Source: an optimization exercise on an open RTL-to-GDS flow (aim: small area, a short achievable clock period and few clock cycles). Production flows keep margins and buffers that such runs may drop. In this exercise RTL edits were held to simulation tests only and were not proved equivalent to the original. In every run shown here, the design's own scripts or RTL, not TritonCTS, make the clock network. No driver is modelled on the clock port, so clock power and skew are understated where the tree is cut down; a real chip needs a root buffer or a tree. No activity file was given, so power comes from the tool's default toggle rates.

### design.v
`timescale 1ns / 1ps
package wnm_pkg;
    localparam int MAX_PATTERN = 32;
    localparam int POS_W       = MAX_PATTERN + 1;
    localparam int LEN_W       = $clog2(MAX_PATTERN + 1);
    localparam logic [7:0] ANY_ONE = 8'd63;
    localparam logic [7:0] ANY_RUN = 8'd42;
    localparam logic [7:0] CODE_ANY_ONE = 8'h2B;
    localparam logic CMD_LOAD = 1'b0;
    localparam logic CMD_NAME = 1'b1;
    typedef struct packed {
        logic matched;
        logic pattern_overflow;
    } t_result;
endpackage
`timescale 1ns / 1ps
module wnm_cell (
    input  logic       i_clk,
    input  logic       i_shift,
    input  logic [7:0] i_d,
    input  logic [7:0] i_ch,
    output logic [7:0] o_q,
    output logic       o_hit,
    output logic       o_star
);
    logic [7:0] r_byte;
    logic       wild;
    always_ff @(posedge i_clk) begin
        if (i_shift) begin
            r_byte <= i_d;
        end
    end
    assign wild   = (r_byte[7:1] == wnm_pkg::ANY_RUN[7:1]);
    assign o_q    = r_byte;
    assign o_star = wild && !r_byte[0];
    assign o_hit  = (wild && r_byte[0]) || (r_byte == i_ch);
endmodule
`timescale 1ns / 1ps
module wnm_out_skid (
    input  logic             i_clk,
    input  logic             i_rst_n,
    input  logic             i_push,
    input  logic             i_push_next,
    input  wnm_pkg::t_result i_data,
    output logic             o_ready,
    output logic             o_valid,
    input  logic             i_ready,
    output wnm_pkg::t_result o_data
);
    logic             r_res_valid;
    logic             n_res_valid;
    wnm_pkg::t_result r_res;
    logic             r_out_valid;
    logic             n_out_valid;
    wnm_pkg::t_result r_out;
    wnm_pkg::t_result r_out_n;
    wnm_pkg::t_result n_out;
    logic             r_skid_valid;
    logic             n_skid_valid;
    wnm_pkg::t_result r_skid;
    wnm_pkg::t_result n_skid;
    logic             out_free;
    logic             res_move;
    logic             r_ready;
    logic             n_two;
    logic             n_three;
    assign out_free = !r_out_valid || i_ready;
    assign res_move = r_res_valid && (out_free || !r_skid_valid);
    always_comb begin
        n_out_valid  = r_out_valid;
        n_out        = ~r_out_n;
        n_skid_valid = r_skid_valid;
        n_skid       = r_skid;
        if (out_free) begin
            if (r_skid_valid) begin
                n_out_valid  = 1'b1;
                n_out        = r_skid;
                n_skid_valid = r_res_valid;
                n_skid       = r_res;
            end else begin
                n_out_valid  = r_res_valid;
                n_out        = r_res;
            end
        end else if (r_res_valid && !r_skid_valid) begin
            n_skid_valid = 1'b1;
            n_skid       = r_res;
        end
    end
    assign n_res_valid = i_push || (r_res_valid && !res_move);
    assign n_two   = (n_res_valid && n_skid_valid) || (n_res_valid && n_out_valid)
                     || (n_skid_valid && n_out_valid);
    assign n_three = n_res_valid && n_skid_valid && n_out_valid;
    always_ff @(posedge i_clk) begin
        if (!i_rst_n) begin
            r_res_valid  <= 1'b0;
            r_out_valid  <= 1'b0;
            r_skid_valid <= 1'b0;
            r_ready      <= 1'b1;
        end else begin
            r_res_valid  <= n_res_valid;
            r_out_valid  <= n_out_valid;
            r_skid_valid <= n_skid_valid;
            r_ready      <= !n_two || (!n_three && !i_push_next);
        end
    end
    always_ff @(posedge i_clk) begin
        r_out   <= n_out;
        r_out_n <= ~n_out;
        r_skid  <= n_skid;
        if (i_push) begin
            r_res <= i_data;
        end
    end
    assign o_ready = r_ready;
    assign o_valid = r_out_valid;
    assign o_data  = r_out;
endmodule
`timescale 1ns / 1ps
module wildcard_name_matcher (
    input  logic       i_clk,
    input  logic       i_rst_n,
    input  logic       i_valid,
    output logic       o_ready,
    input  logic       i_cmd,
    input  logic [7:0] i_ch,
    input  logic       i_last,
    output logic       o_valid,
    input  logic       i_ready,
    output logic       o_matched,
    output logic       o_pattern_overflow
);
    localparam int N  = wnm_pkg::MAX_PATTERN;
    localparam int LW = wnm_pkg::LEN_W;
    logic [LW-1:0]  r_cnt;            
    logic [LW-1:0]  r_len;            
    logic           r_lstar;          
    logic           r_ovf;
    logic           r_load_restart;
    logic           r_name_restart;
    logic [N:0]     r_act;
    logic           in_fire;
    logic           ch_swap;
    logic [7:0]     ch_code;
    logic           r_shift;
    logic           r_shift_new;      
    logic [7:0]     r_in_ch;
    logic           r_nm_v;
    logic           r_nm_first;
    logic           r_nm_last;
    logic           load_fire;
    logic           name_fire;
    logic           ch_star;
    logic [LW-1:0]  ld_cnt;
    logic           ld_lstar;
    logic           ld_ovf;
    logic           ld_room;
    logic           store;
    logic [7:0]     d   [N+1];
    logic [N-1:0]   hit;
    logic [N-1:0]   star;
    logic [N:0]     start;
    logic [N:0]     cur;
    logic [N:0]     closed;
    logic [N:0]     step;
    logic           push;
    wnm_pkg::t_result push_data;
    wnm_pkg::t_result out_data;
    assign in_fire   = i_valid && o_ready;
    assign load_fire = in_fire && (i_cmd == wnm_pkg::CMD_LOAD);
    assign name_fire = in_fire && (i_cmd == wnm_pkg::CMD_NAME);
    assign ch_star   = (i_ch == wnm_pkg::ANY_RUN);
    assign ch_swap   = (i_ch[7:5] == 3'b001) && i_ch[3] && (i_ch[1:0] == 2'b11) && (i_ch[4] == i_ch[2]);
    assign ch_code   = ch_swap ? (i_ch ^ 8'b0001_0100) : i_ch;
    assign ld_cnt   = r_load_restart ? '0 : r_cnt;
    assign ld_lstar = !r_load_restart && r_lstar;
    assign ld_ovf   = !r_load_restart && r_ovf;
    assign ld_room  = (ld_cnt < LW'(N));
    assign store    = load_fire && ld_room && !(ch_star && ld_lstar);
    always_ff @(posedge i_clk) begin
        if (!i_rst_n) begin
            r_shift <= 1'b0;
            r_len   <= '0;
            r_nm_v  <= 1'b0;
        end else begin
            r_shift <= store;
            if (r_shift) begin
                r_len <= r_shift_new ? LW'(1) : r_len + LW'(1);
            end
            r_nm_v  <= name_fire;
        end
    end
    always_ff @(posedge i_clk) begin
        r_in_ch     <= ch_code;
        r_shift_new <= r_load_restart;
        r_nm_last   <= i_last;
        r_nm_first  <= r_name_restart;
    end
    always_ff @(posedge i_clk) begin
        if (!i_rst_n) begin
            r_cnt          <= '0;
            r_lstar        <= 1'b0;
            r_ovf          <= 1'b0;
            r_load_restart <= 1'b1;
            r_name_restart <= 1'b1;
        end else if (load_fire) begin
            r_cnt          <= ld_room ? ld_cnt + LW'(1) : ld_cnt;
            r_lstar        <= store ? ch_star : ld_lstar;
            r_ovf          <= ld_ovf || !ld_room;
            r_load_restart <= i_last;
            r_name_restart <= 1'b1;
        end else if (name_fire) begin
            r_name_restart <= i_last;
        end
    end
    assign d[0] = r_in_ch;
    for (genvar i = 0; i < N; i++) begin : g_cell
        wnm_cell u_cell (
            .i_clk   (i_clk),
            .i_shift (r_shift),
            .i_d     (d[i]),
            .i_ch    (r_in_ch),
            .o_q     (d[i+1]),
            .o_hit   (hit[i]),
            .o_star  (star[i])
        );
    end
    for (genvar q = 0; q <= N; q++) begin : g_pos
        assign start[q] = (r_len == LW'(q));
    end
    assign cur = r_nm_first ? start : r_act;
    for (genvar q = 0; q <= N; q++) begin : g_close
        if (q < N) begin : g_lo
            assign closed[q] = cur[q] || (cur[q+1] && star[q]);
        end else begin : g_hi
            assign closed[q] = cur[q];
        end
    end
    for (genvar q = 0; q <= N; q++) begin : g_step
        logic stay;
        logic move;
        if (q > 0) begin : g_stay
            assign stay = closed[q] && (star[q-1] || !r_nm_v);
        end else begin : g_nostay
            assign stay = closed[q] && !r_nm_v;
        end
        if (q < N) begin : g_move
            assign move = closed[q+1] && hit[q] && r_nm_v;
        end else begin : g_nomove
            assign move = 1'b0;
        end
        assign step[q] = stay || move;
    end
    always_ff @(posedge i_clk) begin
        r_act <= step;
    end
    assign push                       = r_nm_v && r_nm_last;
    assign push_data.matched          = step[0] || (step[1] && star[0]);
    assign push_data.pattern_overflow = r_ovf;
    wnm_out_skid u_out (
        .i_clk       (i_clk),
        .i_rst_n     (i_rst_n),
        .i_push      (push),
        .i_push_next (name_fire && i_last),
        .i_data      (push_data),
        .o_ready     (o_ready),
        .o_valid     (o_valid),
        .i_ready     (i_ready),
        .o_data      (out_data)
    );
    assign o_matched          = out_data.matched;
    assign o_pattern_overflow = out_data.pattern_overflow;
endmodule
### flow/run.sh
#!/bin/bash
# The standard layout (standard.sh), except that
# - the ports are buffered with sky130_fd_sc_hd__buf_4, not the cell
#   buffer_ports picks by default;
# - the clock tree is built by flow/clock_tree.tcl in place of
#   clock_tree_synthesis: four root buffers on the clock port, each driving the
#   leaf buffers of the flip-flop groups near it.
set -euo pipefail
bash standard.sh synth > synth.log 2>&1
bash standard.sh 'BUFFER_PORTS_ARGS=-buffer_cell sky130_fd_sc_hd__buf_4' "PRE_CTS_TCL=$PWD/flow/clock_tree.tcl" finish > layout.log 2>&1
### flow/clock_tree.tcl
# Two-level clock tree built by hand in place of clock_tree_synthesis. The
# flip-flops are split into groups of about GROUP sinks by location (vertical
# strips, cut along y); each group gets a clkbuf_16 leaf at its centroid. The
# leaves are split the same way among ROOTS clkbuf_16 roots, each at the
# centroid of its leaves and driven by the clock port.
set group 25
set roots 4
set block [ord::get_db_block]
set db [ord::get_db]
set clknet [$block findNet i_clk]
set master [$db findMaster sky130_fd_sc_hd__clkbuf_16]

# split items {obj x y} into about n groups of nearby items
proc mcts_split {items n} {
  set cnt [llength $items]
  set nstrips [expr {max(1, int(round(sqrt($n))))}]
  set items [lsort -integer -index 1 $items]
  set per_strip [expr {int(ceil(double($cnt)/$nstrips))}]
  set groups {}
  for {set s 0} {$s < $nstrips} {incr s} {
    set strip [lrange $items [expr {$s*$per_strip}] [expr {($s+1)*$per_strip-1}]]
    set m [llength $strip]
    if {$m == 0} continue
    set strip [lsort -integer -index 2 $strip]
    set ng [expr {max(1, int(round(double($m) * $n / $cnt)))}]
    set per [expr {int(ceil(double($m)/$ng))}]
    for {set g 0} {$g < $ng} {incr g} {
      set mem [lrange $strip [expr {$g*$per}] [expr {($g+1)*$per-1}]]
      if {[llength $mem]} { lappend groups $mem }
    }
  }
  return $groups
}

proc mcts_centroid {mem} {
  set sx 0; set sy 0
  foreach e $mem { incr sx [lindex $e 1]; incr sy [lindex $e 2] }
  return [list [expr {$sx / [llength $mem]}] [expr {$sy / [llength $mem]}]]
}

proc mcts_buffer {block master name x y in_net out_net} {
  set buf [odb::dbInst_create $block $master $name]
  $buf setLocation $x $y
  $buf setPlacementStatus PLACED
  [$buf findITerm A] connect $in_net
  [$buf findITerm X] connect $out_net
  return $buf
}

set sinks {}
foreach it [$clknet getITerms] {
  set inst [$it getInst]
  set bb [$inst getBBox]
  lappend sinks [list $it [expr {([$bb xMin]+[$bb xMax])/2}] [expr {([$bb yMin]+[$bb yMax])/2}]]
}
set n [llength $sinks]
set leaf_groups [mcts_split $sinks [expr {int(ceil(double($n)/$group))}]]

# leaves: each group's clock pins move to a new net driven by its leaf
set leaves {}
set gi 0
foreach mem $leaf_groups {
  set net [odb::dbNet_create $block "mcts_leaf_net_$gi"]
  $net setSigType CLOCK
  foreach e $mem {
    set it [lindex $e 0]
    $it disconnect
    $it connect $net
  }
  lassign [mcts_centroid $mem] cx cy
  lappend leaves [list $gi $cx $cy $net]
  incr gi
}

# roots: each drives the leaves nearest to it and hangs on the clock net
set ri 0
foreach mem [mcts_split $leaves $roots] {
  set rnet [odb::dbNet_create $block "mcts_root_net_$ri"]
  $rnet setSigType CLOCK
  foreach e $mem {
    lassign $e li lx ly lnet
    mcts_buffer $block $master "mcts_leaf_$li" $lx $ly $rnet $lnet
  }
  lassign [mcts_centroid $mem] rx ry
  mcts_buffer $block $master "mcts_root_$ri" $rx $ry $clknet $rnet
  puts "mcts root $ri at $rx $ry drives [llength $mem] leaves"
  incr ri
}
puts "mcts: $n sinks, $gi leaves, $ri roots"
detailed_placement

# the tree is built: clock_tree_synthesis only marks the clock propagated
rename clock_tree_synthesis mcts_unused_clock_tree_synthesis
proc clock_tree_synthesis {args} {
  set_propagated_clock [all_clocks]
}
### standard.sh
#!/bin/bash
# synth_recipe.tcl (not shown) runs the flow's synth.tcl, then flattens the netlist and writes it again
# the make line also repeats each setting of config.mk as NAME=value (left out here)
make -C /OpenROAD-flow-scripts/flow DESIGN_CONFIG=/design/flow/config.mk WORK_HOME=/design/flow/orfs CLKGATE_MAP_FILE= SYNTH_SCRIPT=/design/flow/synth_recipe.tcl "${@:-finish}"
### config.mk
export PLATFORM = sky130hd
export DESIGN_NAME = wildcard_name_matcher
export DESIGN_NICKNAME = wildcard_name_matcher
export VERILOG_FILES = /design/flow/design.v
export SDC_FILE = /design/flow/constraint.sdc
export NUM_CORES = 4
export LEC_CHECK = 0
export CAP_MARGIN = 20
export CORE_MARGIN = 2
export CORE_UTILIZATION = 40
export SETUP_SLACK_MARGIN = 3.05
export SLEW_MARGIN = 20
### constraint.sdc
create_clock -name core_clock -period 5.0 [get_ports {i_clk}]
set_input_delay 1.0000 -clock core_clock [delete_from_list [all_inputs] [get_ports {i_clk}]]
set_output_delay 1.0000 -clock core_clock [all_outputs]
set_load 0.01 [all_outputs]
==> results_tabular.tex, run 1 <==
\begin{tabular}{lr}
\hline
Metric & Value \\
\hline
\multicolumn{2}{l}{\textbf{Status}} \\
Outcome & finished clean \\
\multicolumn{2}{l}{\textbf{Routing}} \\
Count of antenna-violating nets left after detailed routing & 0 \\
Met3 wire length & around 1.2 mm \\
Avg Vias per Cell & 5.30 \\
Routed length on met1 & 14.9 mm \\
Initial DRT Pass Iterations & 5 \\
Max layer used & met4 \\
Via Count & roughly 9000 \\
Sum of routed wire length over all layers & 31.8 mm \\
Total met2 wirelength after detailed routing & 15.2 mm \\
Residual DRC & 0 \\
Drt first-iter violations & 707 \\
Routed WL per cell & 18.8 um \\
\multicolumn{2}{l}{\textbf{Global route}} \\
Maximum number of pins on one net before global-route repair & 140 \\
First-pass GRT wire length & 49.6 mm \\
All-Layer GR Usage & 0.156 \\
Initial antenna violation count & 0 \\
Grt total ovfl & 0 \\
Vias in the first global route & slightly below 9000 \\
\multicolumn{2}{l}{\textbf{Timing}} \\
Portion of the clock cycle consumed by the worst path in the final layout & 0.378 \\
Slew at the pin closest to its max-slew limit & 0.778 ns \\
Slack of the critical path & 3.11 ns \\
RSZ-0062 raised after global routing & true \\
Final Hold Slack & 0.408 ns \\
Max Clk Rate & 529 MHz \\
Slew HR & 0.482 \\
Final-report max-slew violation count & 0 \\
Number of failing hold endpoints at the final stage & 0 \\
Minimum clock period after layout & approximately 1.9 ns \\
Final sum of negative setup slack & 0 ns \\
Final setup violation count & 0 \\
Setup skew after layout & 0.0356 ns \\
\multicolumn{2}{l}{\textbf{Min path}} \\
Class of the tightest hold or removal check & reg2reg \\
Cell count of the worst hold path & 0 \\
Hold path endpoint & r\_nm\_first\$\_DFF\_P\_ \\
Hold path startpoint & r\_name\_restart\$\_SDFFE\_PP1P\_ \\
\multicolumn{2}{l}{\textbf{Cells and area}} \\
Ant. Diodes & 0 \\
Final design utilization & 0.441 \\
Fillers & 3330 \\
Layout Area Growth over Synthesis & 9.00\% \\
Finished Layout Cells & 1692 \\
Layout cell share with drive strength beyond 1 & 0.0771 \\
Layout net count & around 1200 \\
\multicolumn{2}{l}{\textbf{Synthesis}} \\
Post-synthesis share of cell area spent on xor and xnor gates & 0.148 \\
Number of synthesized register bits & 330 \\
Commonest cells in the synthesized netlist & sky130\_fd\_sc\_hd\_\_edfxtp\_1 (260), sky130\_fd\_sc\_hd\_\_xnor2\_1 (225), sky130\_fd\_sc\_hd\_\_dfxtp\_1 (70) \\
Netlist area before placement & 15200 um2 \\
Post-synth EDFFs & 260 \\
Area fraction in and, or, nand and nor cells after synthesis & 0.130 \\
Average cell area after synthesis & 12.9 um2 \\
Proportion of netlist area held by the largest area contributor & 0.514 \\
Portion of netlist area occupied by mux cells & 0.00469 \\
Top cells by area in the synthesized netlist & sky130\_fd\_sc\_hd\_\_edfxtp\_1 (51\%), sky130\_fd\_sc\_hd\_\_xnor2\_1 (13\%), sky130\_fd\_sc\_hd\_\_dfxtp\_1 (9.2\%) \\
Yosys warning count & 5 \\
Synthesized netlist cell count & 1179 \\
Combinational family with the most area after synthesis & XOR/XNOR gates \\
Count of cell types in the netlist & between 60 and 70 \\
Fraction of the yosys area taken by sequential cells & 0.606 \\
Synthesized netlist net count & 1198 \\
Dominant cell type by area after synthesis & sky130\_fd\_sc\_hd\_\_edfxtp\_1 \\
Share of synthesized flip-flops with an asynchronous set or reset & 0 \\
Complex-gate fraction of the synthesized area & 0.0795 \\
Most repeated cell in the gate-level netlist after synthesis & sky130\_fd\_sc\_hd\_\_edfxtp\_1 \\
Post-Synth Adder-Cell Area & 0.00412 \\
Most common flop cell mapped by yosys & sky130\_fd\_sc\_hd\_\_edfxtp\_1 \\
\multicolumn{2}{l}{\textbf{Floorplanning}} \\
Placeable core area & 37600 um2 \\
Initial core utilization & 0.404 \\
Y dimension of the die & 199 um \\
DIE AREA & slightly below 40000 um2 \\
Die X-Extent & 199 um \\
Boundary Pins & 18 \\
Row count & 71 \\
\multicolumn{2}{l}{\textbf{Setup path}} \\
Top cell family by delay on the critical path & flip-flops \\
Worst reg2reg startpoint & r\_in\_ch[6]\$\_DFF\_P\_ \\
Crit Path Class & reg2reg \\
Critical path peak fanout & 18 \\
End of the worst register-to-register path & u\_out.r\_res[1]\$\_DFFE\_PP\_ \\
CP max-delay cell & sky130\_fd\_sc\_hd\_\_dfxtp\_4 \\
CP max stage delay & 0.57 ns \\
CP Depth & 6 \\
Critical path buffers and inverters & 1 \\
Critical path cell sequence & buf\_8 -> xor2\_1 -> nor4\_1 -> a22o\_1 -> nand3\_2 -> o211ai\_2 \\
Req. time, crit path & 5.17 ns \\
Arrival time at the worst endpoint & 2.06 ns \\
Critical path capture point type & flop \\
Depth of the most critical reg-to-reg path & 6 \\
Setup slack, reg-to-reg & 3.11 ns \\
Startpoint class of the critical path & flop \\
\multicolumn{2}{l}{\textbf{Placed design}} \\
Setup WS pre-CTS & 2.69 ns \\
Number of port buffers & 17 \\
RePlAce Congestion & 0.856 \\
DP Cell Count & around 1700 \\
Placed wire-length estimate after detailed placement & $\sim$20 mm \\
\multicolumn{2}{l}{\textbf{Power and ir drop}} \\
Areal power density over the cells & between 200 and 300 nW/um2 \\
Static leakage power & between 4 and 5 nW \\
Worst voltage drop across the vdd grid & 0.265 mV \\
\multicolumn{2}{l}{\textbf{Job}} \\
MaxCap Viol Count & 0 \\
\multicolumn{2}{l}{\textbf{Clock tree}} \\
Clock Latency Late Sink & 0.33 ns \\
Clock slew at reported path FFs & 0.09 ns \\
\hline
\end{tabular}
## worst register-to-register path: cells and delay by family (launching register included)
kind / cells / cell delay (ns)
AOI/OAI and AO/OA: 2 / 0.38
and+or+nand+nor: 2 / 0.36
buffers and inverters: 1 / 0.32
DFF: 1 / 0.57
xor gates and xnor gates: 1 / 0.12
## kinds of logic (layout without fill, tap and decap cells)
| group | count (synthesis) | after routing |
|---|---|---|
| compound gates | 178 | 178 |
| xor+xnor | 257 | 257 |
| fa+ha+maj | 5 | 5 |
| buf+inv | 96 | 98 |
| flops | 330 | 330 |
| mux | 7 | 7 |
| simple gates | 306 | 306 |
## per-layer routing
layer / GRT usage / vias to the layer above
met2: 0.260 / 145
met5: 0 / -
met1: 0.226 / 4458
met3: 0.0164 / 29
li1: - / 4335
met4: 0.0235 / 0
## stage by stage
stage,cell area [um2],total power [mW]
2_1_floorplan,15200,3.37
3_3_place_gp,15800,3.45
3_5_place_dp,15800,3.46
4_1_cts,16300,4.92
5_1_grt,16600,5.05
6_report,16600,4.90
## sequential cells by signal, summed over array words and instances, names as in the netlist, 2 cells and up
| register | count |
|---|---|
| u_out.r_res | 2 |
| r_cnt | 6 |
| u_out.r_out | 2 |
| r_len | 6 |
| u_out.r_out_n | 2 |
| g_cell.u_cell.r_byte | 256 |
| r_in_ch | 8 |
| r_act | 33 |
| u_out.r_skid | 2 |
## how the worst max path moves through the flow
stage	startpoint	endpoint	slack, ns
2_1_floorplan	r_shift$_SDFF_PN0_	r_len[2]$_SDFFE_PN0P_	2.20
3_3_place_gp	r_in_ch[6]$_DFF_P_	u_out.r_res[1]$_DFFE_PP_	2.75
3_5_place_dp	r_nm_first$_DFF_P_	u_out.r_res[1]$_DFFE_PP_	2.69
4_1_cts	r_len[0]$_SDFFE_PN0P_	u_out.r_res[1]$_DFFE_PP_	3.01
5_1_grt	r_in_ch[6]$_DFF_P_	u_out.r_res[1]$_DFFE_PP_	2.97
6_report	r_in_ch[6]$_DFF_P_	u_out.r_res[1]$_DFFE_PP_	3.11
## repair_timing
item | CTS | global route
endpoints found under the setup margin | 33 | 164
setup buffers | 0 | 6
hold buffers | 0 | 0
pin swaps | 0 | 1
resized for setup | 12 | 23
## area by class of cell
class	count	area, um2	area share
timing repair buffer	35	365	0.0221
inverter	44	165	0.00997
sequential	330	9250	0.558
multi-input combinational	753	5670	0.342
tap	511	639	0.0386
buffer	19	475	0.0287
## report_power, final
| part | switching (mW) | internal, mW |
|---|---|---|
| registers | 0.0836 | 3.01 |
| clock network | 0.802 | 0.685 |
| logic | 0.168 | 0.147 |
| total | 1.05 | 3.84 |
## cells in the final DEF (no fill, tap or decap), drive strengths merged, types with 4 or more instances in the layout
cell type  synthesis  final
ha                 5      5
o22ai             24     24
nor4              13     13
xnor2            225    225
a21boi             4      4
nor2b             24     24
nand4             60     60
inv               44     44
nand3              8      8
xor2              32     32
clkbuf            13     19
nand2             53     53
a21o               9      9
a22oi              7      7
or4b               8      8
nor4b             21     21
nor3b              4      4
buf               39     35
nor2              33     33
edfxtp           260    260
nand4bb           33     33
dfxtp             70     70
or2                4      4
a21oi             27     27
a32o              27     27
mux2i              6      6
nand2b            23     23
o21ai             56     56
nor3               6      6
o211ai             4      4
Testbench counts, summed over its fixed seeds: cycles 32,693.
==> run 2: changes to the inputs <==
--- a/config.mk
+++ b/config.mk
@@ -8,5 +8,5 @@
 export CAP_MARGIN = 20
 export CORE_MARGIN = 2
 export CORE_UTILIZATION = 40
-export SETUP_SLACK_MARGIN = 3.05
+export SETUP_SLACK_MARGIN = 3.1
 export SLEW_MARGIN = 20
==> results_tabular.tex, run 2 <==
\begin{tabular}{lr}
\hline
Metric & Value \\
\hline
\multicolumn{2}{l}{\textbf{Status}} \\
Outcome & finished clean \\
\multicolumn{2}{l}{\textbf{Timing}} \\
Setup skew after layout & 0.0311 ns \\
Slew at the pin closest to its max-slew limit & 0.681 ns \\
RSZ-0062 raised after global routing & true \\
Final setup violation count & 0 \\
Max Clk Rate & 524 MHz \\
Number of failing hold endpoints at the final stage & 0 \\
Portion of the clock cycle consumed by the worst path in the final layout & 0.382 \\
Final-report max-slew violation count & 0 \\
Final sum of negative setup slack & 0 ns \\
Minimum clock period after layout & $\sim$1.9 ns \\
Slew HR & 0.546 \\
\multicolumn{2}{l}{\textbf{Min path}} \\
Cell count of the worst hold path & 0 \\
Hold path endpoint & r\_nm\_first\$\_DFF\_P\_ \\
Hold path startpoint & r\_name\_restart\$\_SDFFE\_PP1P\_ \\
Class of the tightest hold or removal check & reg2reg \\
\multicolumn{2}{l}{\textbf{Floorplanning}} \\
Boundary Pins & 18 \\
Initial core utilization & 0.404 \\
DIE AREA & 39600 um2 \\
Y dimension of the die & 199 um \\
Placeable core area & 37600 um2 \\
Row count & 71 \\
Die X-Extent & 199 um \\
\multicolumn{2}{l}{\textbf{Setup path}} \\
Req. time, crit path & 5.17 ns \\
Critical path buffers and inverters & 1 \\
Startpoint class of the critical path & flop \\
Critical path cell sequence & buf\_6 -> xor2\_1 -> nor4\_1 -> a22o\_1 -> nand3\_2 -> o211ai\_2 \\
Crit Path Class & reg2reg \\
Depth of the most critical reg-to-reg path & 6 \\
Critical path peak fanout & 20 \\
Top cell family by delay on the critical path & flip-flops \\
CP max stage delay & around 0.53 ns \\
Setup slack, reg-to-reg & around 3.1 ns \\
Worst reg2reg startpoint & r\_in\_ch[5]\$\_DFF\_P\_ \\
Critical path capture point type & flop \\
End of the worst register-to-register path & u\_out.r\_res[1]\$\_DFFE\_PP\_ \\
Arrival time at the worst endpoint & 2.08 ns \\
CP max-delay cell & sky130\_fd\_sc\_hd\_\_dfxtp\_4 \\
\multicolumn{2}{l}{\textbf{Cells and area}} \\
Max reg flops & approximately 260 \\
Most common cell after layout, fill and taps aside & sky130\_fd\_sc\_hd\_\_edfxtp\_1 \\
Fillers & 3428 \\
Ant. Diodes & 0 \\
Commonest cells after routing, fill and taps aside & sky130\_fd\_sc\_hd\_\_edfxtp\_1 (260), sky130\_fd\_sc\_hd\_\_xnor2\_1 (225), sky130\_fd\_sc\_hd\_\_nand4\_1 (60), sky130\_fd\_sc\_hd\_\_dfxtp\_1 (54), sky130\_fd\_sc\_hd\_\_nand2\_1 (52) \\
Layout Area Growth over Synthesis & 9.14\% \\
Layout net count & 1203 \\
Register ranked first by flip-flop count & g\_cell.u\_cell.r\_byte \\
Finished Layout Cells & approximately 1700 \\
Layout cell share with drive strength beyond 1 & 0.0829 \\
Biggest regs & g\_cell.u\_cell.r\_byte x256, r\_act x33, r\_in\_ch x8 \\
\multicolumn{2}{l}{\textbf{Routing}} \\
Avg Vias per Cell & 5.33 \\
Via Count & 9021 \\
Sum of routed wire length over all layers & 31.7 mm \\
Initial DRT Pass Iterations & 5 \\
Residual DRC & 0 \\
Drt first-iter violations & 828 \\
Count of antenna-violating nets left after detailed routing & 0 \\
Routed WL per cell & $\sim$19 um \\
\multicolumn{2}{l}{\textbf{Power and ir drop}} \\
Areal power density over the cells & between 200 and 300 nW/um2 \\
Combinational share of power & 0.065 \\
Clock Power Share & 0.303 \\
Worst voltage drop across the vdd grid & 0.209 mV \\
Internal Dissipation & 3.84 mW \\
Net switching power & approximately 1.1 mW \\
Static leakage power & 4.94 nW \\
Switch share & 0.215 \\
Fraction of power consumed by sequential logic & 0.632 \\
\multicolumn{2}{l}{\textbf{Synthesis}} \\
Count of cell types in the netlist & 63 \\
Synthesized netlist net count & approximately 1200 \\
Share of synthesized flip-flops with an asynchronous set or reset & 0 \\
Fraction of the yosys area taken by sequential cells & 0.606 \\
Most repeated cell in the gate-level netlist after synthesis & sky130\_fd\_sc\_hd\_\_edfxtp\_1 \\
Synthesized netlist cell count & roughly 1200 \\
Commonest cells in the synthesized netlist & sky130\_fd\_sc\_hd\_\_edfxtp\_1 (260), sky130\_fd\_sc\_hd\_\_xnor2\_1 (225), sky130\_fd\_sc\_hd\_\_dfxtp\_1 (70) \\
Average cell area after synthesis & 12.9 um2 \\
Proportion of netlist area held by the largest area contributor & 0.514 \\
Top cells by area in the synthesized netlist & sky130\_fd\_sc\_hd\_\_edfxtp\_1 (51\%), sky130\_fd\_sc\_hd\_\_xnor2\_1 (13\%), sky130\_fd\_sc\_hd\_\_dfxtp\_1 (9.2\%) \\
Post-synth EDFFs & 260 \\
Yosys warning count & 5 \\
Netlist area before placement & 15200 um2 \\
Most common flop cell mapped by yosys & sky130\_fd\_sc\_hd\_\_edfxtp\_1 \\
Dominant cell type by area after synthesis & sky130\_fd\_sc\_hd\_\_edfxtp\_1 \\
Number of synthesized register bits & 330 \\
\multicolumn{2}{l}{\textbf{Global route}} \\
All-Layer GR Usage & 0.160 \\
Grt total ovfl & 0 \\
Initial antenna violation count & 0 \\
Maximum number of pins on one net before global-route repair & roughly 120 \\
First-pass GRT wire length & 50.8 mm \\
Vias in the first global route & 9243 \\
\multicolumn{2}{l}{\textbf{Placed design}} \\
Number of port buffers & 17 \\
DP Cell Count & 1668 \\
RePlAce Congestion & a little under 0.8 \\
Placed wire-length estimate after detailed placement & between 20 and 25 mm \\
\multicolumn{2}{l}{\textbf{Clock tree}} \\
Clock Latency Late Sink & 0.33 ns \\
Number of buffers added to fix hold violations after cts & 0 \\
Clock slew at reported path FFs & about 0.090 ns \\
\multicolumn{2}{l}{\textbf{Job}} \\
MaxCap Viol Count & 0 \\
\hline
\end{tabular}
==> run 2: power by group through the flow <==
| stage | logic (mW) | clock network [mW] | registers [mW] |
|---|---|---|---|
| 5_1_grt | 0.347 | 1.60 | 3.11 |
| 3_3_place_gp | 0.286 | 0 | 3.17 |
| 4_1_cts | 0.311 | 1.53 | 3.10 |
| 6_report | 0.317 | 1.49 | 3.09 |
| 2_1_floorplan | 0.234 | 0 | 3.14 |
| 3_5_place_dp | 0.291 | 0 | 3.17 |
==> run 2: final cells by class <==
cell class	count	area, um2	share of cell area
sequential	330	9250	0.558
multi-input combinational	753	5700	0.344
tap	511	639	0.0385
buffer	19	475	0.0287
timing repair buffer	36	354	0.0213
inverter	44	165	0.00996
==> run 2: routing by layer <==
metal  up-vias  track usage  wire length (um)
li1       4349            -                 -
met1      4484        0.228             15100
met2       161        0.274             14900
met3        27       0.0105              1120
met4         0       0.0216               497
met5         -            0                 0
==> run 2: how the worst max path moves through the flow <==
stage | endpoint | slack [ns] | cells past startpoint | startpoint
floorplan | r_len[2]$_SDFFE_PN0P_ | 2.20 | 4 | r_shift$_SDFF_PN0_
global placement | u_out.r_res[1]$_DFFE_PP_ | 2.75 | 6 | r_in_ch[3]$_DFF_P_
detailed placement | u_out.r_res[1]$_DFFE_PP_ | 2.76 | 6 | r_nm_first$_DFF_P_
CTS | u_out.r_res[1]$_DFFE_PP_ | 3.08 | 7 | r_len[1]$_SDFFE_PN0P_
global route | u_out.r_res[1]$_DFFE_PP_ | 3.01 | 6 | r_in_ch[5]$_DFF_P_
finish | u_out.r_res[1]$_DFFE_PP_ | 3.09 | 6 | r_in_ch[5]$_DFF_P_
==> run 2: cell families (layout without fill, tap and decap cells) <==
group	Yosys count	count (layout)	synth area share
adders and majority gates	5	5	0.00412
and+or+nand+nor	306	306	0.130
muxes	7	7	0.00469
xor gates and xnor gates	257	257	0.148
buffers and inverters	96	99	0.0277
DFF	330	330	0.606
AOI/OAI and AO/OA	178	178	0.0795
==> run 2: worst register-to-register path: stages (launching register included) <==
cell,delay (ns)
sky130_fd_sc_hd__dfxtp_4,0.53
sky130_fd_sc_hd__buf_6,0.34
sky130_fd_sc_hd__xor2_1,0.13
sky130_fd_sc_hd__nor4_1,0.30
sky130_fd_sc_hd__a22o_1,0.21
sky130_fd_sc_hd__nand3_2,0.09
sky130_fd_sc_hd__o211ai_2,0.16
==> run 2: metrics by stage <==
stage / area [um2] / hold WS (ns) / total power, mW / utilization / setup WS [ns]
floorplan: 15200 / 0.331 / 3.37 / - / 2.20
global placement: 15800 / 0.434 / 3.45 / 0.422 / 2.75
detailed placement: 15800 / 0.418 / 3.46 / 0.422 / 2.76
CTS: 16500 / 0.418 / 4.94 / 0.439 / 3.08
global route: 16600 / 0.417 / 5.05 / 0.441 / 3.01
finish: 16600 / 0.428 / 4.90 / 0.441 / 3.09
==> run 2: what timing repair did <==
item	CTS	global route
resized for setup	28	19
pin swaps	0	2
setup buffers	3	3
endpoints found under the setup margin	207	45
==> run 3: changes to the inputs <==
--- a/config.mk
+++ b/config.mk
@@ -10,3 +10,4 @@
 export CORE_UTILIZATION = 40
 export SETUP_SLACK_MARGIN = 3.1
 export SLEW_MARGIN = 20
+export TNS_END_PERCENT = 50
==> results_tabular.tex, run 3 <==
\begin{tabular}{lr}
\hline
Metric & Value \\
\hline
\multicolumn{2}{l}{\textbf{Job}} \\
MaxCap Viol Count & 0 \\
\multicolumn{2}{l}{\textbf{Routing}} \\
Drt first-iter violations & 685 \\
Residual DRC & 0 \\
Met3 wire length & 1.20 mm \\
Avg Vias per Cell & 5.29 \\
Count of antenna-violating nets left after detailed routing & 0 \\
Sum of routed wire length over all layers & 31.6 mm \\
Initial DRT Pass Iterations & 5 \\
Max layer used & met4 \\
Via Count & between 8000 and 9000 \\
Routed length on met1 & $\sim$15 mm \\
Routed WL per cell & 18.7 um \\
Total met2 wirelength after detailed routing & between 10 and 15 mm \\
\multicolumn{2}{l}{\textbf{Placed design}} \\
Setup WS pre-CTS & $\sim$2.7 ns \\
RePlAce Congestion & 0.856 \\
Number of port buffers & 17 \\
Placed wire-length estimate after detailed placement & 20.3 mm \\
\multicolumn{2}{l}{\textbf{Power and ir drop}} \\
Worst voltage drop across the vdd grid & between 0.2 and 0.3 mV \\
Areal power density over the cells & 295 nW/um2 \\
Static leakage power & 4.95 nW \\
\multicolumn{2}{l}{\textbf{Synthesis}} \\
Proportion of netlist area held by the largest area contributor & 0.514 \\
Top cells by area in the synthesized netlist & sky130\_fd\_sc\_hd\_\_edfxtp\_1 (51\%), sky130\_fd\_sc\_hd\_\_xnor2\_1 (13\%), sky130\_fd\_sc\_hd\_\_dfxtp\_1 (9.2\%) \\
Number of synthesized register bits & 330 \\
Most common flop cell mapped by yosys & sky130\_fd\_sc\_hd\_\_edfxtp\_1 \\
Portion of netlist area occupied by mux cells & 0.00469 \\
Post-synthesis share of cell area spent on xor and xnor gates & 0.148 \\
Share of synthesized flip-flops with an asynchronous set or reset & 0 \\
Synthesized netlist net count & 1198 \\
Dominant cell type by area after synthesis & sky130\_fd\_sc\_hd\_\_edfxtp\_1 \\
Commonest cells in the synthesized netlist & sky130\_fd\_sc\_hd\_\_edfxtp\_1 (260), sky130\_fd\_sc\_hd\_\_xnor2\_1 (225), sky130\_fd\_sc\_hd\_\_dfxtp\_1 (70) \\
Most repeated cell in the gate-level netlist after synthesis & sky130\_fd\_sc\_hd\_\_edfxtp\_1 \\
Average cell area after synthesis & 12.9 um2 \\
Complex-gate fraction of the synthesized area & 0.0795 \\
Synthesized netlist cell count & 1179 \\
Post-Synth Adder-Cell Area & 0.00412 \\
Fraction of the yosys area taken by sequential cells & 0.606 \\
Post-synth EDFFs & 260 \\
Netlist area before placement & approximately 15000 um2 \\
Yosys warning count & 5 \\
Area fraction in and, or, nand and nor cells after synthesis & 0.130 \\
Count of cell types in the netlist & 63 \\
Combinational family with the most area after synthesis & XOR/XNOR gates \\
\multicolumn{2}{l}{\textbf{Timing}} \\
Number of failing hold endpoints at the final stage & 0 \\
Final Hold Slack & 0.401 ns \\
Minimum clock period after layout & 1.83 ns \\
Final sum of negative setup slack & 0 ns \\
Final setup violation count & 0 \\
Final-report max-slew violation count & 0 \\
Slew HR & 0.469 \\
Slew at the pin closest to its max-slew limit & 0.796 ns \\
Max Clk Rate & 546 MHz \\
Setup skew after layout & $\sim$0.036 ns \\
Portion of the clock cycle consumed by the worst path in the final layout & 0.366 \\
Slack of the critical path & 3.17 ns \\
RSZ-0062 raised after global routing & true \\
\multicolumn{2}{l}{\textbf{Setup path}} \\
Critical path peak fanout & 5 \\
End of the worst register-to-register path & r\_act[30]\$\_DFF\_P\_ \\
CP endpoint & r\_act[30]\$\_DFF\_P\_ \\
Req. time, crit path & about 5.3 ns \\
Setup slack, reg-to-reg & 3.17 ns \\
Worst reg2reg startpoint & r\_len[0]\$\_SDFFE\_PN0P\_ \\
Critical path capture point type & flop \\
Startpoint class of the critical path & flop \\
Crit path from & r\_len[0]\$\_SDFFE\_PN0P\_ \\
Crit Path Class & reg2reg \\
Arrival time at the worst endpoint & 2.10 ns \\
Depth of the most critical reg-to-reg path & 7 \\
\multicolumn{2}{l}{\textbf{Clock tree}} \\
Clock Latency Late Sink & 0.34 ns \\
Clock slew at reported path FFs & roughly 0.090 ns \\
\multicolumn{2}{l}{\textbf{Floorplanning}} \\
Row count & 71 \\
DIE AREA & 39600 um2 \\
Boundary Pins & 18 \\
Placeable core area & 37600 um2 \\
Die X-Extent & 199 um \\
Initial core utilization & 0.404 \\
Y dimension of the die & 199 um \\
\multicolumn{2}{l}{\textbf{Cells and area}} \\
Biggest regs & g\_cell.u\_cell.r\_byte x256, r\_act x33, r\_in\_ch x8 \\
Layout cell share with drive strength beyond 1 & 0.0802 \\
Layout net count & between 1000 and 1500 \\
Most common cell after layout, fill and taps aside & sky130\_fd\_sc\_hd\_\_edfxtp\_1 \\
Register ranked first by flip-flop count & g\_cell.u\_cell.r\_byte \\
Sequential standard cell area & 9250 um2 \\
Ant. Diodes & 0 \\
Final design utilization & 0.441 \\
Total area of multi-input combinational cells & between 5000 and 6000 um2 \\
Commonest cells after routing, fill and taps aside & sky130\_fd\_sc\_hd\_\_edfxtp\_1 (260), sky130\_fd\_sc\_hd\_\_xnor2\_1 (225), sky130\_fd\_sc\_hd\_\_nand4\_1 (60), sky130\_fd\_sc\_hd\_\_dfxtp\_1 (55), sky130\_fd\_sc\_hd\_\_nand2\_1 (53) \\
Layout Area Growth over Synthesis & 9.02\% \\
Max reg flops & 256 \\
Fillers & 3327 \\
\multicolumn{2}{l}{\textbf{Global route}} \\
All-Layer GR Usage & 0.159 \\
Vias in the first global route & 8981 \\
Grt total ovfl & 0 \\
Initial antenna violation count & 0 \\
Maximum number of pins on one net before global-route repair & 140 \\
First-pass GRT wire length & 50.2 mm \\
\multicolumn{2}{l}{\textbf{Status}} \\
Outcome & finished clean \\
\multicolumn{2}{l}{\textbf{Min path}} \\
Class of the tightest hold or removal check & reg2reg \\
\hline
\end{tabular}
==> run 3: cell type report <==
cell class / instances / area share
plain buffers: 19 / 0.0287
inverters: 44 / 0.0101
multi-input cells: 753 / 0.342
flip-flops and latches: 330 / 0.558
well taps: 511 / 0.0386
repair buffers: 38 / 0.0227
==> run 3: layer usage <==
layer | up-vias | GRT usage
met5 | - | 0
met2 | 138 | 0.265
met1 | 4444 | 0.229
met4 | 0 | 0.0249
li1 | 4350 | -
met3 | 37 | 0.0158
==> run 3: where the power goes <==
| part | total, mW | switching (mW) | internal [mW] |
|---|---|---|---|
| sequential | 3.09 | 0.0796 | 3.01 |
| combinational | 0.319 | 0.171 | 0.147 |
| clock | 1.49 | 0.800 | 0.685 |
==> run 3: how the worst min path moves through the flow <==
stage,start,to,slack [ns],cells past startpoint
after floorplan,r_name_restart$_SDFFE_PP1P_,r_nm_first$_DFF_P_,0.33,0
after global placement,r_name_restart$_SDFFE_PP1P_,r_nm_first$_DFF_P_,0.42,0
after detailed placement,r_name_restart$_SDFFE_PP1P_,r_nm_first$_DFF_P_,0.41,0
after CTS,r_name_restart$_SDFFE_PP1P_,r_nm_first$_DFF_P_,0.41,0
after global routing,r_name_restart$_SDFFE_PP1P_,r_nm_first$_DFF_P_,0.41,0
final,r_name_restart$_SDFFE_PP1P_,r_nm_first$_DFF_P_,0.40,0
==> run 3: kinds of logic (layout without fill, tap and decap cells) <==
logic type	Yosys count	count (layout)
adder cells (fa/ha/maj)	5	5
AO/OA/AOI/OAI	178	178
XOR/XNOR	257	257
flip-flops	330	330
buffers and inverters	96	101
AND/OR/NAND/NOR	306	306
multiplexers	7	7
==> run 3: critical path, cell delays in order (launching register included) <==
cell	delay, ns
sky130_fd_sc_hd__dfxtp_4	0.39
sky130_fd_sc_hd__inv_4	0.09
sky130_fd_sc_hd__ha_4	0.17
sky130_fd_sc_hd__or3b_4	0.42
sky130_fd_sc_hd__nor3b_2	0.20
sky130_fd_sc_hd__mux2i_1	0.13
sky130_fd_sc_hd__o21ai_1	0.19
sky130_fd_sc_hd__a32o_1	0.19
==> run 3: metrics by stage <==
stage | area (um2) | std cells | total power [mW]
after global routing | 16600 | 1695 | 5.05
after detailed placement | 15800 | 1667 | 3.46
after floorplan | 15200 | 1179 | 3.37
after CTS | 16400 | 1688 | 4.93
final | 16600 | 1695 | 4.89
after global placement | 15800 | 1667 | 3.45
==> run 3: timing repair <==
item | 4_1_cts | 5_1_grt
setup buffers | 2 | 7
pin swaps | 0 | 1
gates resized for setup | 26 | 13
endpoints found under the hold margin | 0 | 0
hold buffers | 0 | 0
gates cloned | 0 | 0
endpoints found under the setup margin | 57 | 215
==> run 4: changes to the inputs <==
--- a/config.mk
+++ b/config.mk
@@ -8,6 +8,6 @@
 export CAP_MARGIN = 20
 export CORE_MARGIN = 2
 export CORE_UTILIZATION = 40
-export SETUP_SLACK_MARGIN = 3.1
+export SETUP_SLACK_MARGIN = 3.15
 export SLEW_MARGIN = 20
 export TNS_END_PERCENT = 50
==> results_tabular.tex, run 4 <==
\begin{tabular}{lr}
\hline
Metric & Value \\
\hline
\multicolumn{2}{l}{\textbf{Global route}} \\
Grt total ovfl & 0 \\
Initial antenna violation count & 0 \\
Vias in the first global route & 9010 \\
First-pass GRT wire length & 50.2 mm \\
All-Layer GR Usage & 0.159 \\
Maximum number of pins on one net before global-route repair & 140 \\
\multicolumn{2}{l}{\textbf{Cells and area}} \\
Biggest regs & g\_cell.u\_cell.r\_byte x256, r\_act x33, r\_in\_ch x8 \\
Finished Layout Cells & about 1700 \\
Final design utilization & 0.444 \\
Layout net count & 1208 \\
Most common cell after layout, fill and taps aside & sky130\_fd\_sc\_hd\_\_edfxtp\_1 \\
Ant. Diodes & 0 \\
Max reg flops & between 200 and 300 \\
Sequential standard cell area & 9250 um2 \\
Layout Area Growth over Synthesis & 9.86\% \\
Layout cell share with drive strength beyond 1 & 0.0885 \\
Total area of multi-input combinational cells & 5730 um2 \\
Register ranked first by flip-flop count & g\_cell.u\_cell.r\_byte \\
Fillers & 3324 \\
Cell area after layout & 16700 um2 \\
Commonest cells after routing, fill and taps aside & sky130\_fd\_sc\_hd\_\_edfxtp\_1 (260), sky130\_fd\_sc\_hd\_\_xnor2\_1 (225), sky130\_fd\_sc\_hd\_\_nand4\_1 (60), sky130\_fd\_sc\_hd\_\_dfxtp\_1 (54), sky130\_fd\_sc\_hd\_\_nand2\_1 (53) \\
\multicolumn{2}{l}{\textbf{Clock tree}} \\
Clock slew at reported path FFs & 0.09 ns \\
Clock Latency Late Sink & between 0.3 and 0.4 ns \\
Number of buffers added to fix hold violations after cts & 0 \\
\multicolumn{2}{l}{\textbf{Floorplanning}} \\
Boundary Pins & 18 \\
DIE AREA & between 30000 and 40000 um2 \\
Y dimension of the die & 199 um \\
Row count & 71 \\
Die X-Extent & 199 um \\
Initial core utilization & 0.404 \\
Placeable core area & 37600 um2 \\
\multicolumn{2}{l}{\textbf{Setup path}} \\
Crit Path Class & reg2reg \\
Startpoint class of the critical path & flop \\
Req. time, crit path & approximately 5.3 ns \\
Critical path cell sequence & inv\_2 -> ha\_4 -> or3b\_4 -> nor3b\_2 -> mux2i\_1 -> o21ai\_1 -> a32o\_1 \\
Critical path peak fanout & 5 \\
Critical path buffers and inverters & 1 \\
CP max stage delay & 0.43 ns \\
Arrival time at the worst endpoint & 2.10 ns \\
CP max-delay cell & sky130\_fd\_sc\_hd\_\_or3b\_4 \\
Crit path from & r\_len[1]\$\_SDFFE\_PN0P\_ \\
Critical path capture point type & flop \\
Worst reg2reg startpoint & r\_len[1]\$\_SDFFE\_PN0P\_ \\
Top cell family by delay on the critical path & simple AND/OR/NAND/NOR gates \\
\multicolumn{2}{l}{\textbf{Power and ir drop}} \\
Areal power density over the cells & 294 nW/um2 \\
Static leakage power & approximately 5.0 nW \\
Post-layout power & just under 5 mW \\
Worst voltage drop across the vdd grid & 0.268 mV \\
\multicolumn{2}{l}{\textbf{Synthesis}} \\
Average cell area after synthesis & between 10 and 15 um2 \\
Post-synth EDFFs & 260 \\
Most repeated cell in the gate-level netlist after synthesis & sky130\_fd\_sc\_hd\_\_edfxtp\_1 \\
Synthesized netlist net count & 1198 \\
Synthesized netlist cell count & 1179 \\
Share of synthesized flip-flops with an asynchronous set or reset & 0 \\
Dominant cell type by area after synthesis & sky130\_fd\_sc\_hd\_\_edfxtp\_1 \\
Yosys warning count & 5 \\
Count of cell types in the netlist & 63 \\
Commonest cells in the synthesized netlist & sky130\_fd\_sc\_hd\_\_edfxtp\_1 (260), sky130\_fd\_sc\_hd\_\_xnor2\_1 (225), sky130\_fd\_sc\_hd\_\_dfxtp\_1 (70) \\
Fraction of the yosys area taken by sequential cells & 0.606 \\
Top cells by area in the synthesized netlist & sky130\_fd\_sc\_hd\_\_edfxtp\_1 (51\%), sky130\_fd\_sc\_hd\_\_xnor2\_1 (13\%), sky130\_fd\_sc\_hd\_\_dfxtp\_1 (9.2\%) \\
Number of synthesized register bits & 330 \\
Most common flop cell mapped by yosys & sky130\_fd\_sc\_hd\_\_edfxtp\_1 \\
Proportion of netlist area held by the largest area contributor & 0.514 \\
Netlist area before placement & 15200 um2 \\
\multicolumn{2}{l}{\textbf{Placed design}} \\
Setup WS pre-CTS & roughly 2.7 ns \\
Placed Instance Area & roughly 16000 um2 \\
RePlAce Congestion & 0.856 \\
Number of port buffers & 17 \\
Placed wire-length estimate after detailed placement & 20.3 mm \\
DP Cell Count & 1667 \\
\multicolumn{2}{l}{\textbf{Routing}} \\
Sum of routed wire length over all layers & roughly 32 mm \\
Initial DRT Pass Iterations & 5 \\
Count of antenna-violating nets left after detailed routing & 0 \\
Residual DRC & 0 \\
Drt first-iter violations & 742 \\
Avg Vias per Cell & 5.32 \\
Routed WL per cell & 18.7 um \\
Via Count & about 9000 \\
\multicolumn{2}{l}{\textbf{Timing}} \\
Setup skew after layout & 0.0347 ns \\
Slew at the pin closest to its max-slew limit & 0.781 ns \\
Final Hold Slack & between 0.4 and 0.5 ns \\
Slack of the critical path & 3.17 ns \\
Portion of the clock cycle consumed by the worst path in the final layout & 0.366 \\
RSZ-0062 raised after global routing & true \\
Slew HR & 0.479 \\
Minimum clock period after layout & between 1.5 and 2 ns \\
Final sum of negative setup slack & 0 ns \\
Final-report max-slew violation count & 0 \\
Number of failing hold endpoints at the final stage & 0 \\
Max Clk Rate & 546 MHz \\
Final setup violation count & 0 \\
\multicolumn{2}{l}{\textbf{Status}} \\
Outcome & finished clean \\
\multicolumn{2}{l}{\textbf{Min path}} \\
Class of the tightest hold or removal check & reg2reg \\
Hold path startpoint & r\_name\_restart\$\_SDFFE\_PP1P\_ \\
\multicolumn{2}{l}{\textbf{Job}} \\
MaxCap Viol Count & 0 \\
\hline
\end{tabular}
-- run 4: cell counts after synthesis --
Identical to the previous run, type by type.
-- run 4: worst paths after layout --
path         slack (ns)  cells after the start            endpoint
max                3.17                      7   r_act[30]$_DFF_P_
min                0.41                      0  r_nm_first$_DFF_P_
max reg2reg        3.17                      7   r_act[30]$_DFF_P_
min reg2reg        0.41                      0  r_nm_first$_DFF_P_
-- run 4: worst register-to-register path, stage by stage (launching register included) --
cell and delay [ns]:
sky130_fd_sc_hd__dfxtp_2 0.37, sky130_fd_sc_hd__inv_2 0.11, sky130_fd_sc_hd__ha_4 0.18, sky130_fd_sc_hd__or3b_4 0.43
sky130_fd_sc_hd__nor3b_2 0.20, sky130_fd_sc_hd__mux2i_1 0.13, sky130_fd_sc_hd__o21ai_1 0.18, sky130_fd_sc_hd__a32o_1 0.18
-- run 4: metal layers --
metal,vias to the layer above,track usage,share of wire
li1,4354,-,-
met1,4456,0.227,0.46
met2,182,0.263,0.47
met3,44,0.0209,0.049
met4,0,0.0290,0.020
met5,-,0,0
-- run 4: timing repair --
| action | in CTS | in global routing |
|---|---|---|
| pin swaps | 1 | 4 |
| setup endpoints to repair | 176 | 221 |
| setup buffers | 3 | 9 |
| endpoints found under the hold margin | 0 | 0 |
| gates resized for setup | 34 | 26 |
-- run 4: power breakdown --
part / total, mW / internal [mW] / leakage [nW] / switching, mW
clock network: 1.49 / 0.685 / 0.234 / 0.802
logic: 0.327 / 0.152 / 1.80 / 0.175
registers: 3.09 / 3.01 / 2.96 / 0.0797
total: 4.91 / 3.85 / 4.99 / 1.06
-- run 4: logic make-up (layout without fill, tap and decap cells) --
logic type,after synthesis,after routing,share of synthesized area
flip-flops,330,330,0.606
XOR/XNOR,257,257,0.148
AO/OA/AOI/OAI,178,178,0.0795
AND/OR/NAND/NOR,306,306,0.130
adder cells (fa/ha/maj),5,5,0.00412
multiplexers,7,7,0.00469
buffers and inverters,96,104,0.0277
-- run 4: area by class of cell --
| type | count | share of cell area |
|---|---|---|
| tap | 511 | 0.0383 |
| sequential | 330 | 0.554 |
| buffer | 19 | 0.0285 |
| multi-input combinational | 753 | 0.343 |
| timing repair buffer | 41 | 0.0262 |
| inverter | 44 | 0.0100 |
==> run 5: changes to the inputs <==
--- a/design.v
+++ b/design.v
@@ -43,6 +43,7 @@
     input  logic             i_push_next,
     input  wnm_pkg::t_result i_data,
     output logic             o_ready,
+    output logic             o_busy,
     output logic             o_valid,
     input  logic             i_ready,
     output wnm_pkg::t_result o_data
@@ -62,12 +63,14 @@
     logic             out_free;
     logic             res_move;
     logic             r_ready;
+    logic             r_busy;
+    logic             r_out_empty;
     logic             n_two;
     logic             n_three;
-    assign out_free = !r_out_valid || i_ready;
+    assign out_free = r_out_empty || i_ready;
     assign res_move = r_res_valid && (out_free || !r_skid_valid);
     always_comb begin
-        n_out_valid  = r_out_valid;
+        n_out_valid  = !r_out_empty;
         n_out        = ~r_out_n;
         n_skid_valid = r_skid_valid;
         n_skid       = r_skid;
@@ -94,13 +97,17 @@
         if (!i_rst_n) begin
             r_res_valid  <= 1'b0;
             r_out_valid  <= 1'b0;
+            r_out_empty  <= 1'b1;
             r_skid_valid <= 1'b0;
             r_ready      <= 1'b1;
+            r_busy       <= 1'b0;
         end else begin
             r_res_valid  <= n_res_valid;
             r_out_valid  <= n_out_valid;
+            r_out_empty  <= !n_out_valid;
             r_skid_valid <= n_skid_valid;
             r_ready      <= !n_two || (!n_three && !i_push_next);
+            r_busy       <= n_two && (n_three || i_push_next);
         end
     end
     always_ff @(posedge i_clk) begin
@@ -112,6 +119,7 @@
         end
     end
     assign o_ready = r_ready;
+    assign o_busy  = r_busy;
     assign o_valid = r_out_valid;
     assign o_data  = r_out;
 endmodule
@@ -139,6 +147,7 @@
     logic           r_name_restart;
     logic [N:0]     r_act;
     logic           in_fire;
+    logic           out_busy;         
     logic           ch_swap;
     logic [7:0]     ch_code;
     logic           r_shift;
@@ -165,7 +174,7 @@
     logic           push;
     wnm_pkg::t_result push_data;
     wnm_pkg::t_result out_data;
-    assign in_fire   = i_valid && o_ready;
+    assign in_fire   = i_valid && !out_busy;
     assign load_fire = in_fire && (i_cmd == wnm_pkg::CMD_LOAD);
     assign name_fire = in_fire && (i_cmd == wnm_pkg::CMD_NAME);
     assign ch_star   = (i_ch == wnm_pkg::ANY_RUN);
@@ -263,6 +272,7 @@
         .i_push_next (name_fire && i_last),
         .i_data      (push_data),
         .o_ready     (o_ready),
+        .o_busy      (out_busy),
         .o_valid     (o_valid),
         .i_ready     (i_ready),
         .o_data      (out_data)
--- a/config.mk
+++ b/config.mk
@@ -8,6 +8,6 @@
 export CAP_MARGIN = 20
 export CORE_MARGIN = 2
 export CORE_UTILIZATION = 40
-export SETUP_SLACK_MARGIN = 3.15
+export SETUP_SLACK_MARGIN = 3.1
 export SLEW_MARGIN = 20
 export TNS_END_PERCENT = 50
==> results_tabular.tex, run 5 <==
\begin{tabular}{lr}
\hline
Metric & Value \\
\hline
\multicolumn{2}{l}{\textbf{Cells and area}} \\
Finished Layout Cells & 1697 \\
Max reg flops & $\sim$260 \\
Layout net count & 1207 \\
Fillers & roughly 3300 \\
Commonest cells after routing, fill and taps aside & sky130\_fd\_sc\_hd\_\_edfxtp\_1 (260), sky130\_fd\_sc\_hd\_\_xnor2\_1 (240), sky130\_fd\_sc\_hd\_\_nand4\_1 (62), sky130\_fd\_sc\_hd\_\_dfxtp\_1 (58), sky130\_fd\_sc\_hd\_\_nand2\_1 (51) \\
Most common cell after layout, fill and taps aside & sky130\_fd\_sc\_hd\_\_edfxtp\_1 \\
Layout cell share with drive strength beyond 1 & 0.0894 \\
Ant. Diodes & 0 \\
Biggest regs & g\_cell.u\_cell.r\_byte x256, r\_act x33, r\_in\_ch x8 \\
Layout Area Growth over Synthesis & 9.77\% \\
Register ranked first by flip-flop count & g\_cell.u\_cell.r\_byte \\
\multicolumn{2}{l}{\textbf{Routing}} \\
Total met2 wirelength after detailed routing & 15.3 mm \\
Avg Vias per Cell & 5.31 \\
Residual DRC & 0 \\
Met3 wire length & around 800 um \\
Routed WL per cell & 18.8 um \\
Drt first-iter violations & 642 \\
Initial DRT Pass Iterations & 5 \\
Max layer used & met4 \\
Routed length on met1 & 15.2 mm \\
Sum of routed wire length over all layers & about 32 mm \\
Via Count & 9011 \\
Count of antenna-violating nets left after detailed routing & 0 \\
\multicolumn{2}{l}{\textbf{Floorplanning}} \\
Boundary Pins & 18 \\
Y dimension of the die & 199 um \\
Initial core utilization & 0.405 \\
Placeable core area & between 30000 and 40000 um2 \\
Row count & 71 \\
Die X-Extent & between 150 and 200 um \\
DIE AREA & 39600 um2 \\
\multicolumn{2}{l}{\textbf{Power and ir drop}} \\
Areal power density over the cells & 297 nW/um2 \\
Static leakage power & 4.97 nW \\
Worst voltage drop across the vdd grid & 0.175 mV \\
\multicolumn{2}{l}{\textbf{Synthesis}} \\
Fraction of the yosys area taken by sequential cells & 0.607 \\
Share of synthesized flip-flops with an asynchronous set or reset & 0 \\
Proportion of netlist area held by the largest area contributor & 0.513 \\
Netlist area before placement & 15200 um2 \\
Dominant cell type by area after synthesis & sky130\_fd\_sc\_hd\_\_edfxtp\_1 \\
Commonest cells in the synthesized netlist & sky130\_fd\_sc\_hd\_\_edfxtp\_1 (260), sky130\_fd\_sc\_hd\_\_xnor2\_1 (240), sky130\_fd\_sc\_hd\_\_dfxtp\_1 (72) \\
Post-synth EDFFs & 260 \\
Average cell area after synthesis & 12.9 um2 \\
Synthesized netlist net count & around 1200 \\
Top cells by area in the synthesized netlist & sky130\_fd\_sc\_hd\_\_edfxtp\_1 (51\%), sky130\_fd\_sc\_hd\_\_xnor2\_1 (14\%), sky130\_fd\_sc\_hd\_\_dfxtp\_1 (9.5\%) \\
Count of cell types in the netlist & 60 \\
Most repeated cell in the gate-level netlist after synthesis & sky130\_fd\_sc\_hd\_\_edfxtp\_1 \\
Synthesized netlist cell count & 1176 \\
Number of synthesized register bits & 332 \\
Most common flop cell mapped by yosys & sky130\_fd\_sc\_hd\_\_edfxtp\_1 \\
Yosys warning count & 5 \\
\multicolumn{2}{l}{\textbf{Timing}} \\
Minimum clock period after layout & roughly 1.8 ns \\
Final sum of negative setup slack & 0 ns \\
Number of failing hold endpoints at the final stage & 0 \\
RSZ-0062 raised after global routing & true \\
Slew at the pin closest to its max-slew limit & 0.666 ns \\
Portion of the clock cycle consumed by the worst path in the final layout & 0.367 \\
Max Clk Rate & 546 MHz \\
Setup skew after layout & 0.0224 ns \\
Slack of the critical path & 3.17 ns \\
Slew HR & 0.550 \\
Final-report max-slew violation count & 0 \\
Final setup violation count & 0 \\
\multicolumn{2}{l}{\textbf{Setup path}} \\
Startpoint class of the critical path & flop \\
CP endpoint & r\_act[30]\$\_DFF\_P\_ \\
Critical path capture point type & flop \\
Critical path peak fanout & 5 \\
Setup slack, reg-to-reg & 3.17 ns \\
Arrival time at the worst endpoint & around 2.1 ns \\
End of the worst register-to-register path & r\_act[30]\$\_DFF\_P\_ \\
Crit Path Class & reg2reg \\
Depth of the most critical reg-to-reg path & 7 \\
Worst reg2reg startpoint & r\_len[0]\$\_SDFFE\_PN0P\_ \\
Crit path from & r\_len[0]\$\_SDFFE\_PN0P\_ \\
Req. time, crit path & 5.26 ns \\
\multicolumn{2}{l}{\textbf{Job}} \\
MaxCap Viol Count & 0 \\
\multicolumn{2}{l}{\textbf{Global route}} \\
Initial antenna violation count & 0 \\
Grt total ovfl & 0 \\
First-pass GRT wire length & 50.5 mm \\
All-Layer GR Usage & 0.160 \\
Maximum number of pins on one net before global-route repair & 82 \\
Vias in the first global route & 8849 \\
\multicolumn{2}{l}{\textbf{Clock tree}} \\
Clock Latency Late Sink & about 0.32 ns \\
Clock slew at reported path FFs & roughly 0.080 ns \\
\multicolumn{2}{l}{\textbf{Placed design}} \\
Setup WS pre-CTS & roughly 2.1 ns \\
Placed wire-length estimate after detailed placement & 20.5 mm \\
DP Cell Count & 1664 \\
Number of port buffers & 17 \\
RePlAce Congestion & 0.765 \\
\multicolumn{2}{l}{\textbf{Min path}} \\
Hold path startpoint & r\_name\_restart\$\_SDFFE\_PP1P\_ \\
Class of the tightest hold or removal check & reg2reg \\
\multicolumn{2}{l}{\textbf{Status}} \\
Outcome & finished clean \\
\hline
\end{tabular}
-- run 5: cell count changes after synthesis, moves of 3 or more --
cell,before,now
sky130_fd_sc_hd__o21ai_0,37,41
sky130_fd_sc_hd__or2b_1,2,9
sky130_fd_sc_hd__nor4_1,13,7
sky130_fd_sc_hd__a32o_1,27,30
sky130_fd_sc_hd__nand2b_1,23,17
sky130_fd_sc_hd__buf_2,36,33
sky130_fd_sc_hd__a22oi_1,7,3
sky130_fd_sc_hd__a21boi_0,4,0
sky130_fd_sc_hd__xnor2_1,225,240
sky130_fd_sc_hd__buf_4,2,6
sky130_fd_sc_hd__xor2_1,32,17
sky130_fd_sc_hd__nor2b_1,24,21
-- run 5: cells by family (layout without fill, tap and decap cells) --
logic type | after synthesis | after routing | synth area share
flops | 332 | 332 | 0.607
xor+xnor | 257 | 257 | 0.148
simple gates | 299 | 299 | 0.129
mux | 7 | 7 | 0.00468
fa+ha+maj | 6 | 6 | 0.00477
compound gates | 178 | 178 | 0.0780
buf+inv | 97 | 107 | 0.0286
-- run 5: final cells by class --
cell class	instances	area, um2	share of cell area
timing repair buffer	43	407	0.0243
inverter	44	165	0.00988
buffer	20	500	0.0299
tap	511	639	0.0383
multi-input combinational	747	5720	0.342
sequential	332	9290	0.556
-- run 5: report_power, final --
group | leakage [nW] | internal (mW) | switching, mW | total [mW]
Sequential | 2.98 | 3.03 | 0.0746 | 3.10
Clock | 0.246 | 0.719 | 0.813 | 1.53
Combinational | 1.74 | 0.150 | 0.176 | 0.326
-- run 5: per-layer routing --
metal | global-route usage | vias up
met1 | 0.232 | 4497
met2 | 0.268 | 128
met5 | 0 | -
met3 | 0.00878 | 40
li1 | - | 4346
met4 | 0.0263 | 0
-- run 5: per-stage QoR --
stage	power, mW	utilization	cell area (um2)	hold WS, ns
2_1_floorplan	3.39	-	15200	0.331
3_3_place_gp	3.47	0.422	15800	0.369
3_5_place_dp	3.47	0.422	15800	0.365
4_1_cts	4.99	0.441	16600	0.376
5_1_grt	5.12	0.445	16700	0.373
6_report	4.96	0.445	16700	0.370
-- run 5: repair_timing --
item,CTS,global route
hold buffers,0,0
pin swaps,1,1
setup buffers,8,5
endpoints found under the setup margin,213,77
gates resized for setup,30,24
-- run 5: worst max-delay path: stages (launching register included) --
cell	delay (ns)
sky130_fd_sc_hd__dfxtp_4	0.38
sky130_fd_sc_hd__inv_2	0.11
sky130_fd_sc_hd__ha_4	0.19
sky130_fd_sc_hd__or3b_4	0.43
sky130_fd_sc_hd__nor3b_4	0.20
sky130_fd_sc_hd__mux2i_2	0.11
sky130_fd_sc_hd__o21ai_1	0.17
sky130_fd_sc_hd__a32o_1	0.18
-- run 5: worst min path at each step --
stage / slack, ns / cells past startpoint / end
floorplan: 0.33 / 0 / r_nm_first$_DFF_P_
global placement: 0.37 / 0 / r_nm_first$_DFF_P_
detailed placement: 0.36 / 0 / r_nm_first$_DFF_P_
CTS: 0.38 / 0 / r_nm_first$_DFF_P_
global route: 0.37 / 0 / r_nm_first$_DFF_P_
finish: 0.37 / 0 / r_nm_first$_DFF_P_
Testbench counts of run 5, summed over its fixed seeds: cycles 32,693.

-- afterwards: timing with drivers on the ports --
The results above use ideal ports. As a check the final layouts listed here were re-extracted and re-timed, cells and wires unchanged. Step 1 sets driving cells, clkbuf_16 on the clock port and buf_2 on the other inputs (assumed; they add their load-dependent delay and slew). Step 2 adds t to the input delays and takes it off the output delays; t is the mean of the earliest and latest rising clock arrival at the registers after step 1. Input paths then give back, and output paths get back, about the clock's delay inside the block. a / b / c = ideal / step 1 / step 2; a / b = the first two.
run | shift t [ns] | slack for setup (ns) | hold WS [ns] | worst setup path at the end | pins driven straight from the clock port
run 1 | 0.419 | 3.111 / 3.078 / 2.876 | 0.408 / 0.408 / 0.408 | input to register | 4
run 2 | 0.419 | 3.091 / 3.084 / 2.899 | 0.428 / 0.428 / 0.428 | input to register | 4
run 3 | 0.422 | 3.170 / 3.078 / 2.876 | 0.401 / 0.401 / 0.401 | input to register | 4
run 4 | 0.420 | 3.170 / 3.078 / 2.873 | 0.410 / 0.410 / 0.410 | input to register | 4
run 5 | 0.421 | 3.167 / 3.140 / 2.844 | 0.370 / 0.370 / 0.370 | input to register | 4
After both steps setup and hold are still met in every run listed. For run 5, which loses most, drivers alone change the setup slack by -0.027 ns; drivers and shift together by -0.323 ns.
